From an optimization exercise on the open Yosys and OpenROAD flow, aimed at small area, a short achievable clock period and few clock cycles per item; shortcuts taken in it are not production practice. Only simulation tests tie the RTL to the original design; equivalence was not proved.

$ cat flow/config.mk
export PLATFORM = sky130hd
export DESIGN_NAME = stepper_ramp_pwm_rate_generator_top
export DESIGN_NICKNAME = stepper_ramp_pwm_rate_generator_top
export VERILOG_FILES = /design/flow/design.v
export SDC_FILE = /design/flow/constraint.sdc
export NUM_CORES = 4
export LEC_CHECK = 0
export CAP_MARGIN = 20
export CORE_MARGIN = 2
export CORE_UTILIZATION = 40
export CTS_BUF_LIST = sky130_fd_sc_hd__clkbuf_4 sky130_fd_sc_hd__clkbuf_8
export CTS_CLUSTER_SIZE = 30
export SETUP_SLACK_MARGIN = 2.5
export SLEW_MARGIN = 20
$ cat flow/constraint.sdc
create_clock -name core_clock -period 8.0 [get_ports {clk}]
set_input_delay 1.6000 -clock core_clock [delete_from_list [all_inputs] [get_ports {clk}]]
set_output_delay 1.6000 -clock core_clock [all_outputs]
set_load 0.01 [all_outputs]
$ cat flow/design.v
`default_nettype none
package srpg_pkg;
    localparam int DIV_FRAC_BITS_DEF = 4;
    localparam int CLK_W             = 28;
    localparam int DIVISOR_W         = 32;
    localparam int DIV_INT_MAX       = 255;
    localparam int WRAP_MIN          = 10;
    localparam int WRAP_MAX          = 65535;
    typedef enum logic [1:0] {
        OP_START = 2'd0,
        OP_TICK  = 2'd1,
        OP_STOP  = 2'd2
    } opcode_t;
    typedef enum logic [1:0] {
        REG_MAX_RATE      = 2'd0,
        REG_RAMP_STEP     = 2'd1,
        REG_RAMP_INTERVAL = 2'd2,
        REG_SYS_CLOCK     = 2'd3
    } reg_index_t;
    typedef struct packed {
        logic        forward;
        logic [15:0] requested_rate;
        logic [31:0] now_ms;
        logic [1:0]  opcode;
    } item_t;
    typedef struct packed {
        logic [15:0] max_rate;
        logic [15:0] ramp_step;
        logic [15:0] ramp_interval_ms;
    } ramp_cfg_t;
    typedef struct packed {
        logic [15:0] rate;
        logic        direction;
        logic        reprog;
    } ramp_status_t;
endpackage
`default_nettype wire
`default_nettype none
`default_nettype wire
`default_nettype none
`default_nettype wire
`default_nettype none
module stepper_ramp_pwm_rate_generator_top (
    input  wire logic        clk,
    input  wire logic        rst_n,
    input  wire logic        cfg_we,
    input  wire logic [1:0]  cfg_addr,
    input  wire logic [27:0] cfg_wdata,
    input  wire logic        s_tvalid,
    output logic             s_tready,
    input  wire logic [55:0] s_tdata,
    output logic             m_tvalid,
    input  wire logic        m_tready,
    output logic [63:0]      m_tdata
);
    logic [15:0] max_rate_reg;
    logic [15:0] ramp_step_reg;
    logic [15:0] ramp_interval_reg;
    logic [27:0] sys_clock_reg;
    always_ff @(posedge clk or negedge rst_n)
    begin
        if (!rst_n)
        begin
            max_rate_reg      <= 16'd65535;
            ramp_step_reg     <= 16'd100;
            ramp_interval_reg <= 16'd10;
            sys_clock_reg     <= 28'd125000000;
        end
        else if (cfg_we)
        begin
            case (cfg_addr)
                2'd0:    max_rate_reg      <= cfg_wdata[15:0];
                2'd1:    ramp_step_reg     <= cfg_wdata[15:0];
                2'd2:    ramp_interval_reg <= cfg_wdata[15:0];
                default: sys_clock_reg     <= cfg_wdata;
            endcase
        end
    end
    logic [1:0]  in_op;
    logic [31:0] in_now;
    logic [15:0] in_req;
    logic        in_fwd;
    assign in_op  = s_tdata[1:0];
    assign in_now = s_tdata[33:2];
    assign in_req = s_tdata[49:34];
    assign in_fwd = s_tdata[50];
    logic        running_reg;
    logic        below_reg;    
    logic [15:0] cur_reg;
    logic [15:0] tgt_reg;
    logic [31:0] last_reg;
    logic        dir_reg;
    logic        reprog_reg;
    logic [1:0]  vis_reg;      
    logic        pre_ok;       
    logic        f_need;       
    logic        f_tick;       
    logic        f_req_lt;     
    logic        f_sc_lt;      
    logic        f_sum_ge;     
    logic        step_lt_max;
    logic [15:0] step_clamp;
    logic [16:0] sum;
    always_comb
    begin
        step_lt_max = ramp_step_reg < max_rate_reg;
        step_clamp  = step_lt_max ? ramp_step_reg : max_rate_reg;
        sum         = {1'b0, cur_reg} + {1'b0, ramp_step_reg};
    end
    logic accept;
    always_ff @(posedge clk or negedge rst_n)
    begin
        if (!rst_n)
            vis_reg <= '0;
        else if (s_tvalid && !accept)
            vis_reg <= (vis_reg == 2'd2) ? vis_reg : vis_reg + 2'd1;
        else
            vis_reg <= '0;
    end
    assign pre_ok = (vis_reg != 2'd0);
    logic        el_bw_reg;
    logic        el_ge_reg;
    logic        el_sg_reg;
    logic [16:0] el_c;
    always_comb
    begin
        if (vis_reg == 2'd0)
            el_c = {1'b0, in_now[15:0]} - {1'b0, last_reg[15:0]};
        else
            el_c = {1'b0, in_now[31:16]} - {1'b0, last_reg[31:16]} - {16'd0, el_bw_reg};
    end
    always_ff @(posedge clk)
    begin
        if (vis_reg == 2'd0)
        begin
            el_bw_reg <= el_c[16];
            el_ge_reg <= el_c[15:0] >= ramp_interval_reg;
        end
        else if (vis_reg == 2'd1)
        begin
            el_ge_reg <= el_ge_reg || (el_c[14:0] != 15'd0);
            el_sg_reg <= el_c[15];
        end
    end
    assign f_tick = f_need && (vis_reg == 2'd2) && el_ge_reg && !el_sg_reg;
    always_ff @(posedge clk)
    begin
        f_need    <= (in_op == 2'd1) && running_reg && below_reg;
        f_req_lt  <= in_req < max_rate_reg;
        f_sc_lt   <= step_clamp < in_req;
        f_sum_ge  <= sum >= {1'b0, tgt_reg};
    end
    logic [15:0] req_clamp;
    logic [15:0] start_rate;
    logic [15:0] tick_rate;
    logic [15:0] rate_next;
    always_comb
    begin
        req_clamp  = f_req_lt ? in_req : max_rate_reg;
        start_rate = (f_req_lt && !f_sc_lt) ? in_req : step_clamp;
        tick_rate  = f_sum_ge ? tgt_reg : sum[15:0];
        case (in_op)
            2'd0:    rate_next = start_rate;
            2'd1:    rate_next = f_tick ? tick_rate : cur_reg;
            2'd2:    rate_next = 16'd0;
            default: rate_next = cur_reg;
        endcase
    end
    logic        mwr_reg;      
    always_ff @(posedge clk or negedge rst_n)
    begin
        if (!rst_n)
            mwr_reg <= 1'b0;
        else if (cfg_we && (cfg_addr == 2'd0) && running_reg)
            mwr_reg <= 1'b1;
        else if (accept && !in_op[0])
            mwr_reg <= 1'b0;
    end
    always_ff @(posedge clk or negedge rst_n)
    begin
        if (!rst_n)
        begin
            running_reg <= 1'b0;
            cur_reg     <= '0;
            dir_reg     <= 1'b0;
            reprog_reg  <= 1'b0;
        end
        else if (accept)
        begin
            case (in_op)
                2'd0:
                begin
                    running_reg <= 1'b1;
                    dir_reg     <= in_fwd;
                    reprog_reg  <= 1'b1;
                end
                2'd1:
                begin
                    reprog_reg <= f_tick;
                end
                2'd2:
                begin
                    running_reg <= 1'b0;
                    reprog_reg  <= 1'b1;
                end
                default:
                begin
                    reprog_reg <= 1'b0;
                end
            endcase
            cur_reg <= rate_next;
        end
    end
    always_ff @(posedge clk)
    begin
        if (accept && (in_op == 2'd0))
        begin
            below_reg <= f_req_lt ? f_sc_lt : step_lt_max;
            tgt_reg   <= req_clamp;
            last_reg  <= in_now;
        end
        else if (accept && f_tick)
        begin
            below_reg <= !f_sum_ge;
            last_reg  <= in_now;
        end
    end
    logic        jmp_reg;      
    logic        clp_reg;      
    logic        ocap_reg;     
    logic        ypd_reg;      
    logic        yclp_reg;     
    logic        reload;       
    logic        jump;         
    logic        load;         
    logic        z_reg;        
    logic        ov_reg;       
    logic        dcl_pend;     
    logic        dcl_reg;      
    logic        lowm_reg;     
    logic        full_reg;     
    logic        busy_reg;
    logic        chk_reg;      
    logic        fin_reg;
    logic [2:0]  cnt_reg;      
    logic [2:0]  last_grp;     
    logic [15:0] den_reg;
    logic [15:0] o_rate;       
    logic [17:0] den3_reg;     
    logic [15:0] den_next;
    logic [1:0]  lp_reg;       
    logic [1:0]  lc_reg;       
    logic [1:0]  lcode;        
    logic        spec_reg;     
    logic        sload;        
    logic        rst_reg;      
    logic        hit;          
    logic [15:0] rem_spec;
    logic [15:0] rem_reg;
    logic [27:0] quo_reg;
    logic [3:0]  nb_reg;       
    logic        top_f;        
    logic        done;         
    logic        hold;         
    logic [31:0] dividend;
    assign dividend = {sys_clock_reg, 4'b0000};
    assign last_grp = lowm_reg ? 3'd1 : (full_reg ? 3'd0 : 3'd3);
    assign top_f    = (quo_reg[3:0] == 4'hf);
    logic        zero;
    logic        ovf;
    logic        fit24;
    logic        fit20;
    logic        fit16;
    always_comb
    begin
        zero  = (den_reg == 16'd0);
        ovf   = (den_reg[15:4] == 12'd0) && (sys_clock_reg[27:24] >= den_reg[3:0]);
        fit24 = (den_reg[15:8] != 8'd0) || (sys_clock_reg[27:20] < den_reg[7:0]);
        fit20 = (den_reg[15:12] != 4'd0) || (sys_clock_reg[27:16] < den_reg[11:0]);
        fit16 = (clp_reg ? max_rate_reg : sys_clock_reg[27:12]) < den_reg;
    end
    logic [15:0] rem_c;
    logic [3:0]  qb_c;
    logic [17:0] sh;
    logic [18:0] d1;
    logic [18:0] d2;
    logic [18:0] d3;
    always_comb
    begin
        rem_c = rem_reg;
        for (int i = 1; i >= 0; i--)
        begin
            sh = {rem_c, nb_reg[2*i+1], nb_reg[2*i]};
            d1 = {1'b0, sh} - {3'b000, den_reg};
            d2 = {1'b0, sh} - {2'b00, den_reg, 1'b0};
            d3 = {1'b0, sh} - {1'b0, den3_reg};
            if (!d3[18])
            begin
                qb_c[2*i+1 -: 2] = 2'd3;
                rem_c            = d3[15:0];
            end
            else if (!d2[18])
            begin
                qb_c[2*i+1 -: 2] = 2'd2;
                rem_c            = d2[15:0];
            end
            else if (!d1[18])
            begin
                qb_c[2*i+1 -: 2] = 2'd1;
                rem_c            = d1[15:0];
            end
            else
            begin
                qb_c[2*i+1 -: 2] = 2'd0;
                rem_c            = sh[15:0];
            end
        end
    end
    logic [2:0]  cnt_next;
    logic [15:0] rem_jmp;
    function automatic logic [15:0] rem_at(input logic [1:0] code, input logic [27:0] sc);
        case (code)
            2'd0:    rem_at = sc[27:12];
            2'd1:    rem_at = {4'd0, sc[27:16]};
            2'd2:    rem_at = {8'd0, sc[27:20]};
            default: rem_at = {12'd0, sc[27:24]};
        endcase
    endfunction
    always_comb
    begin
        lcode    = fit16 ? 2'd0 : (fit20 ? 2'd1 : (fit24 ? 2'd2 : 2'd3));
        rem_jmp  = rem_at(lcode, sys_clock_reg);
        rem_spec = rem_at(lp_reg, sys_clock_reg);
        hit      = spec_reg && (lcode == lp_reg);
        if (sload)
            cnt_next = {1'b0, lp_reg} + 3'd3;
        else if (jump && !hit)
            cnt_next = {1'b0, lcode} + 3'd3;
        else
            cnt_next = cnt_reg - 3'd1;
        if (chk_reg && top_f)
            den_next = dcl_reg ? max_rate_reg : (ocap_reg ? o_rate : cur_reg);
        else if (reload)
            den_next = cur_reg;
        else if (load)
            den_next = rate_next;
        else if (clp_reg && fit16)
            den_next = max_rate_reg;
        else
            den_next = den_reg;
    end
    assign sload = load;
    always_ff @(posedge clk or negedge rst_n)
    begin
        if (!rst_n)
        begin
            lp_reg   <= 2'd1;
            spec_reg <= 1'b0;
        end
        else
        begin
            spec_reg <= sload;
            if (jump && !(zero || ovf))
                lp_reg <= lcode;
        end
    end
    always_ff @(posedge clk)
    begin
        nb_reg   <= dividend[{cnt_next, 2'b11} -: 4];
        den_reg  <= den_next;
        den3_reg <= {2'b00, den_next} + {1'b0, den_next, 1'b0};
        if (sload)
            rem_reg <= rem_spec;
        else if (jump && !hit)
            rem_reg <= rem_jmp;
        else
            rem_reg <= rem_c;
        if (!hold)
            quo_reg <= {quo_reg[23:0], qb_c};
        if (jump || zfast)
        begin
            if (!rst_reg)
                dcl_reg <= dcl_pend;
            z_reg    <= zero || zfast;
            ov_reg   <= ovf;
            lowm_reg <= fit16 || fit20;
            full_reg <= rst_reg;
            lc_reg   <= lcode;
        end
        if (load)
            dcl_pend <= 1'b0;
        else if (clp_reg && fit16)
            dcl_pend <= 1'b1;
    end
    logic [15:0] qw;
    logic [15:0] wlow;
    logic [11:0] qx;
    logic        cc;
    logic [12:0] dv;
    logic        hi;
    logic [11:0] div_o;
    logic [15:0] wrap_o;
    logic [27:0] qm;           
    always_comb
    begin
        qm    = quo_reg;
        if (!full_reg && !lc_reg[0])
            qm[15:12] = 4'd0;
        if (lc_reg != 2'd3)
            qm[27:24] = 4'd0;
        qw    = qm[15:0];
        wlow  = (qw < 16'd11) ? 16'd10 : qw - 16'd1;
        qx    = full_reg ? qm[27:16] : qm[15:4];
        cc    = full_reg && (qm[11:0] >= ~qx);
        dv    = {1'b0, qx} + {12'd0, cc};
        hi    = ov_reg || (dv > 13'd4080);
        if (lowm_reg)
        begin
            div_o  = 12'd16;
            wrap_o = wlow;
        end
        else
        begin
            div_o  = hi ? 12'd4080 : dv[11:0];
            wrap_o = (hi || !cc) ? 16'd65535 : 16'd65534;
        end
    end
    logic        mv_reg;
    logic        o_en;
    logic [11:0] o_div;
    logic [15:0] o_wrap;
    logic        o_dir;
    logic        o_rep;
    logic        cap;
    logic        ready_in;     
    logic        need_c;
    logic        zero_c;
    logic        zfast;
    logic        early;        
    logic        direct;       
    assign need_c   = (in_op == 2'd0) || ((in_op == 2'd1) && running_reg && below_reg);
    assign zero_c   = (in_op == 2'd2) || ((in_op != 2'd0) && !f_tick && (cur_reg == 16'd0));
    assign ready_in = !need_c || (pre_ok && (!f_need || (vis_reg == 2'd2)));
    assign done     = fin_reg || (chk_reg && !top_f);
    assign cap      = done && (!mv_reg || m_tready);
    assign hold     = done && !cap;
    assign early    = busy_reg && (cnt_reg == last_grp) && !zero_c && !ocap_reg
                      && (!mv_reg || m_tready);
    assign direct   = !busy_reg && !jmp_reg && !(chk_reg && top_f) && !hold;
    assign s_tready = ready_in && !ypd_reg && (early || direct);
    assign accept   = s_tvalid && s_tready;
    assign zfast    = accept && zero_c;
    assign reload   = ypd_reg && cap;
    assign load     = (accept && !zero_c) || reload;
    assign jump     = jmp_reg && !clp_reg && !hold && !(chk_reg && top_f);
    always_ff @(posedge clk or negedge rst_n)
    begin
        if (!rst_n)
        begin
            jmp_reg  <= 1'b0;
            clp_reg  <= 1'b0;
            ocap_reg <= 1'b0;
            ypd_reg  <= 1'b0;
            rst_reg  <= 1'b0;
            busy_reg <= 1'b0;
            chk_reg  <= 1'b0;
            fin_reg  <= 1'b0;
            cnt_reg  <= '0;
            mv_reg   <= 1'b0;
        end
        else
        begin
            if (load)
            begin
                jmp_reg <= 1'b1;
                clp_reg <= reload ? yclp_reg : (in_op[0] && mwr_reg);
            end
            else
            begin
                if (jump)
                    jmp_reg <= 1'b0;
                clp_reg <= 1'b0;
            end
            if (accept && busy_reg)
                ocap_reg <= 1'b1;
            else if (cap)
                ocap_reg <= 1'b0;
            if (chk_reg && top_f)
            begin
                jmp_reg <= 1'b1;
                clp_reg <= 1'b0;
                rst_reg <= 1'b1;
                if (jmp_reg)
                    ypd_reg <= 1'b1;
            end
            else
            begin
                if (jump)
                    rst_reg <= 1'b0;
                if (reload)
                    ypd_reg <= 1'b0;
            end
            cnt_reg <= cnt_next;
            chk_reg <= 1'b0;
            if (cap)
                fin_reg <= 1'b0;
            else if (chk_reg && !top_f)
                fin_reg <= 1'b1;
            if (jump)
            begin
                busy_reg <= !(zero || ovf);
                fin_reg  <= zero || ovf;
            end
            else if (zfast)
                fin_reg  <= 1'b1;
            else if (busy_reg && (cnt_reg == last_grp))
            begin
                busy_reg <= 1'b0;
                if (lowm_reg || full_reg)
                    fin_reg <= 1'b1;
                else
                    chk_reg <= 1'b1;
            end
            if (cap)
                mv_reg <= 1'b1;
            else if (m_tready)
                mv_reg <= 1'b0;
        end
    end
    always_ff @(posedge clk)
    begin
        if (accept)
            yclp_reg <= in_op[0] && mwr_reg;
        if (cap)
        begin
            o_en   <= !z_reg;
            o_div  <= z_reg ? 12'd0 : div_o;
            o_wrap <= z_reg ? 16'd0 : wrap_o;
        end
        if ((cap && !ocap_reg) || (accept && busy_reg))
        begin
            o_rate <= cur_reg;
            o_dir  <= dir_reg;
            o_rep  <= reprog_reg;
        end
    end
    assign m_tvalid = mv_reg;
    assign m_tdata  = {2'b00, o_rep, o_dir, o_rate, o_wrap[15:1], o_wrap,
                       o_div, o_en};
endmodule
`default_nettype wire
$ cat flow/flow/run.sh
#!/bin/bash
# The standard layout (standard.sh) with two changes:
#  - the port buffers are the smallest plain buffer (buf_1) instead of the
#    delay buffer buffer_ports picks by default;
#  - synthesis maps the logic with abc_map.script (one area-recovering &nf
#    mapping) in place of ORFS's abc_speed.script. Registers are untouched:
#    abc only maps the combinational logic.
set -euo pipefail
export BUFFER_PORTS_ARGS="-buffer_cell sky130_fd_sc_hd__buf_1"
mkdir -p scripts
cp -r "$FLOW_HOME/scripts/." scripts/
cp flow/abc_map.script scripts/abc_speed.script
sed "s|^make -C |make SCRIPTS_DIR=$PWD/scripts -C |" standard.sh > standard_map.sh
bash standard_map.sh > orfs_make.log 2>&1
$ cat flow/flow/abc_map.script
&get -n
&st
&dch
&nf -R 1000
&put
topo
stime -c
buffer -c
upsize -c
dnsize -c
$ cat flow/standard.sh
#!/bin/bash
# synth_recipe.tcl (not shown) runs the flow's synth.tcl, then flattens the netlist and writes it again
# the make line also repeats each setting of config.mk as NAME=value (left out here)
make -C /OpenROAD-flow-scripts/flow DESIGN_CONFIG=/design/flow/config.mk WORK_HOME=/design/flow/orfs CLKGATE_MAP_FILE= SYNTH_SCRIPT=/design/flow/synth_recipe.tcl "${@:-finish}"
==> notes.md <==
-- kinds of logic (layout without fill, tap and decap cells) --
| kind of cell | Yosys count | after routing |
|---|---|---|
| DFF | 306 | 306 |
| and+or+nand+nor | 648 | 652 |
| other | 1 | 2 |
| muxes | 75 | 75 |
| AOI/OAI and AO/OA | 927 | 927 |
| buffers and inverters | 338 | 634 |
| xor gates and xnor gates | 157 | 157 |
| adders and majority gates | 329 | 329 |
-- worst reg2reg max path, delay by kind of cell, from the launching register on --
family / cells / cell delay [ns]
and+or+nand+nor: 8 / 1.29
DFF: 1 / 0.40
AOI/OAI and AO/OA: 23 / 2.96
buffers and inverters: 2 / 0.28
adders and majority gates: 3 / 0.76
-- area by class of cell --
type	count	area, um2	share of cell area
flip-flops and latches	306	8110	0.276
clock inverters	25	292	0.00993
repair inverters	2	17.5	0.000597
clock buffers	82	1020	0.0348
inverters	209	832	0.0283
well taps	782	978	0.0333
repair buffers	316	2210	0.0754
multi-input cells	2142	15900	0.541
-- layer usage --
metal,routed length (um),track usage,vias to the layer above
met5,75,0,-
met4,3160,0.0917,10
met3,4140,0.0304,193
met2,39700,0.432,716
met1,35200,0.324,10800
li1,-,-,10500
-- repair_timing --
item,in CTS,in global routing
pin swaps,74,74
gates cloned,9,7
hold buffers,0,0
resized for setup,145,125
buffers inserted,79,50
endpoints found under the setup margin,32,30
-- cell usage in the layout, fill, tap and decap left out, types with 13 or more instances in the layout --
cell and n:
nand2b_1 32, a21oi_1 325, mux2i_1 23, mux2_2 51
edfxtp_1 135, nand2_1 249, o21a_1 15, ha_4 17
o21ai_0 194, o21ai_2 31, dfstp_2 35, a211oi_1 19
nor3_1 15, buf_6 18, o211ai_1 18, o22ai_1 14
ha_1 298, a31oi_1 13, inv_1 195, xor2_1 78
buf_1 146, clkbuf_4 18, nor2b_1 22, a222oi_1 16
dfxtp_1 49, o21ai_1 44, a21oi_2 60, nor2_1 172
buf_4 129, a21o_1 62, dfrtp_1 76, clkbuf_8 65
nand4_1 15, xnor2_1 79, nand3_1 38
-- final timing paths --
kind,to,slack [ns],cells past startpoint
max,rem_reg[12]$_DFF_P_,2.15,36
min,dcl_reg$_DFFE_PP_,0.44,0
max reg2reg,rem_reg[12]$_DFF_P_,2.15,36
min reg2reg,dcl_reg$_DFFE_PP_,0.44,0
max in group asynchronous,clp_reg$_DFF_PN0_,5.56,2
min in group asynchronous,ramp_interval_reg[9]$_DFFE_PN0P_,0.98,1
==> impl_metrics.yaml <==
outcome:
  status: "timing/DRC/antenna clean"
yosys:
  synth-compound-area-share: 0.225
  syn_area_mm2: 0.0243
  synthAdderAreaFrac: 0.173
  yosysSeqAreaShare: 0.333
  synth_top_area_frac: 0.167
  synthSimpleGateAreaFrac: 0.120
  ys_ff_latch: 306
  yosys.cell_types.count: 95
  yosysTopAreaCell: "edfxtp_1"
  synth_edf_count: 135
  synthXorXnorAreaFrac: 0.0566
  synthCells: 2781
  ys.flop_type: "edfxtp_1"
  synthMuxAreaShare: 0.0336
  synth_top_family_by_area: "compound AO/OA/AOI/OAI gates"
  synth.avg_cell_area_um2: 8.73
  async_flop_share: 0.369
  yosys-top-cells-count: "a21oi_1 (382), ha_1 (318), nand2_1 (261), o21ai_0 (238), inv_1 (205)"
  synth_area_leaders: "edfxtp_1 (17%), ha_1 (16%), dfrtp_1 (8.0%), a21oi_1 (7.9%), o21ai_0 (4.9%)"
  synth.most_common_cell: "a21oi_1"
  yosysWarnings: 1
grt:
  grt_use_total: 0.251
  grt_antenna_before_repair: 5
  grt_pass1_vias: 21500
  grt_first_pass_wirelength_um: 123000
  grt_max_degree: 66
  overflow: 0
detailed_routing:
  detail-route-antenna-nets: 0
  avgRoutedWirePerCell_um: 21.3
  firstDrtPassIters: 6
  drc: 0
  drt-total-wl_um: 82200
  first_iter_violations: 1626
  via_per_inst: 5.75
  vias: 22200
layout:
  stdcell_count: 3864
  diodes: 0
  fin_area_mm2: 0.0293
  nets: 3454
  area_growth_pct: 20.9
  drive_above_1_share: 0.197
  final_core_util: 0.488
  fillers: 5725
  largest_register_ffs: 32
flow_run:
  cap_violations: 0
setup_path:
  crit_family: "compound AO/OA/AOI/OAI gates"
  critical_path_required_ns: 8.51
  path_class: "reg2reg"
  max_stage_delay_ns: 0.50
  critPathBufInv: 2
  cp-end-kind: "flip-flop"
  cpMostUsedCell: "a21oi_2"
  rr_startpoint: "den3_reg[0]$_DFF_P_"
  arrival_ns: 6.37
  slowest_stage: "or3_4"
  worstPathMaxFanout: 8
  critPathLaunch: "den3_reg[0]$_DFF_P_"
  critPathLaunchType: "flip-flop"
clock_network:
  insertion_delay_ns: 0.69
  clock-sinks: 306
  cts_buffer_depth: 3
  clk_pin_slew_ns: 0.07
  cts_tree: "done"
  htree_levels: 2
  clockRootBuffer: "clkbuf_8"
  cts_buffers: 57
place:
  numPortBuffers: 149
  dp_cells: 3612
  pre_cts_slack_ns: 1.01
  placed_area_mm2: 0.0257
  dpl.hpwl_um: 58900
  place.gp.congestion: 0.926
die:
  fp.dieH_um: 250
  chipWidth_um: 250
  dieArea_mm2: 0.0627
  initial_core_util: 0.404
  coreArea_mm2: 0.0601
  ios: 157
  rows: 90
timing:
  min_period_ns: 5.85
  fin_crit_sh: 0.731
  hold_viol_final: 0
  timing.final.ws_setup_ns: 2.15
  rsz0062_at_grt: "true"
  slew_violations: 0
  setup_viol: 0
  hold_slack_ns: 0.444
  tightest_slew_ns: 1.06
  fin_skew_ns: 0.0606
  fmax_mhz: 171
  slew-limit-headroom: 0.287
  fin_setup_tns_ns: 0
hold_path:
  hold_path_class: "reg2reg"
  min_from: "dcl_pend$_SDFFE_PN0N_"
Testbench counts, summed over its fixed seeds: cycles 6,059, items 2,000.

## what the ideal ports hide
In the flow no input, the clock included, has a driving cell. The finished layout below was timed again as built, in two steps. Step 1, drivers: a clkbuf_16 drives clk and a buf_2 each remaining input, both assumed. Step 2, shift: input delay + t, output delay - t, t = (earliest + latest rising clock arrival at the registers) / 2. This alone moves slack from input paths to output paths. Three values: no drivers, after step 1, after step 2; two values: the first two.
shift t [ns]: 0.714
setup slack, ns: 2.148 / 2.148 / 1.730
worst setup path after step 2: input to register
worst data-port slew with drivers (ns): 0.08
pins driven straight from the clock port: 1
After both steps this run still meets setup and hold. For this run, drivers alone change the setup slack by 0.000 ns; drivers and shift together by -0.418 ns.
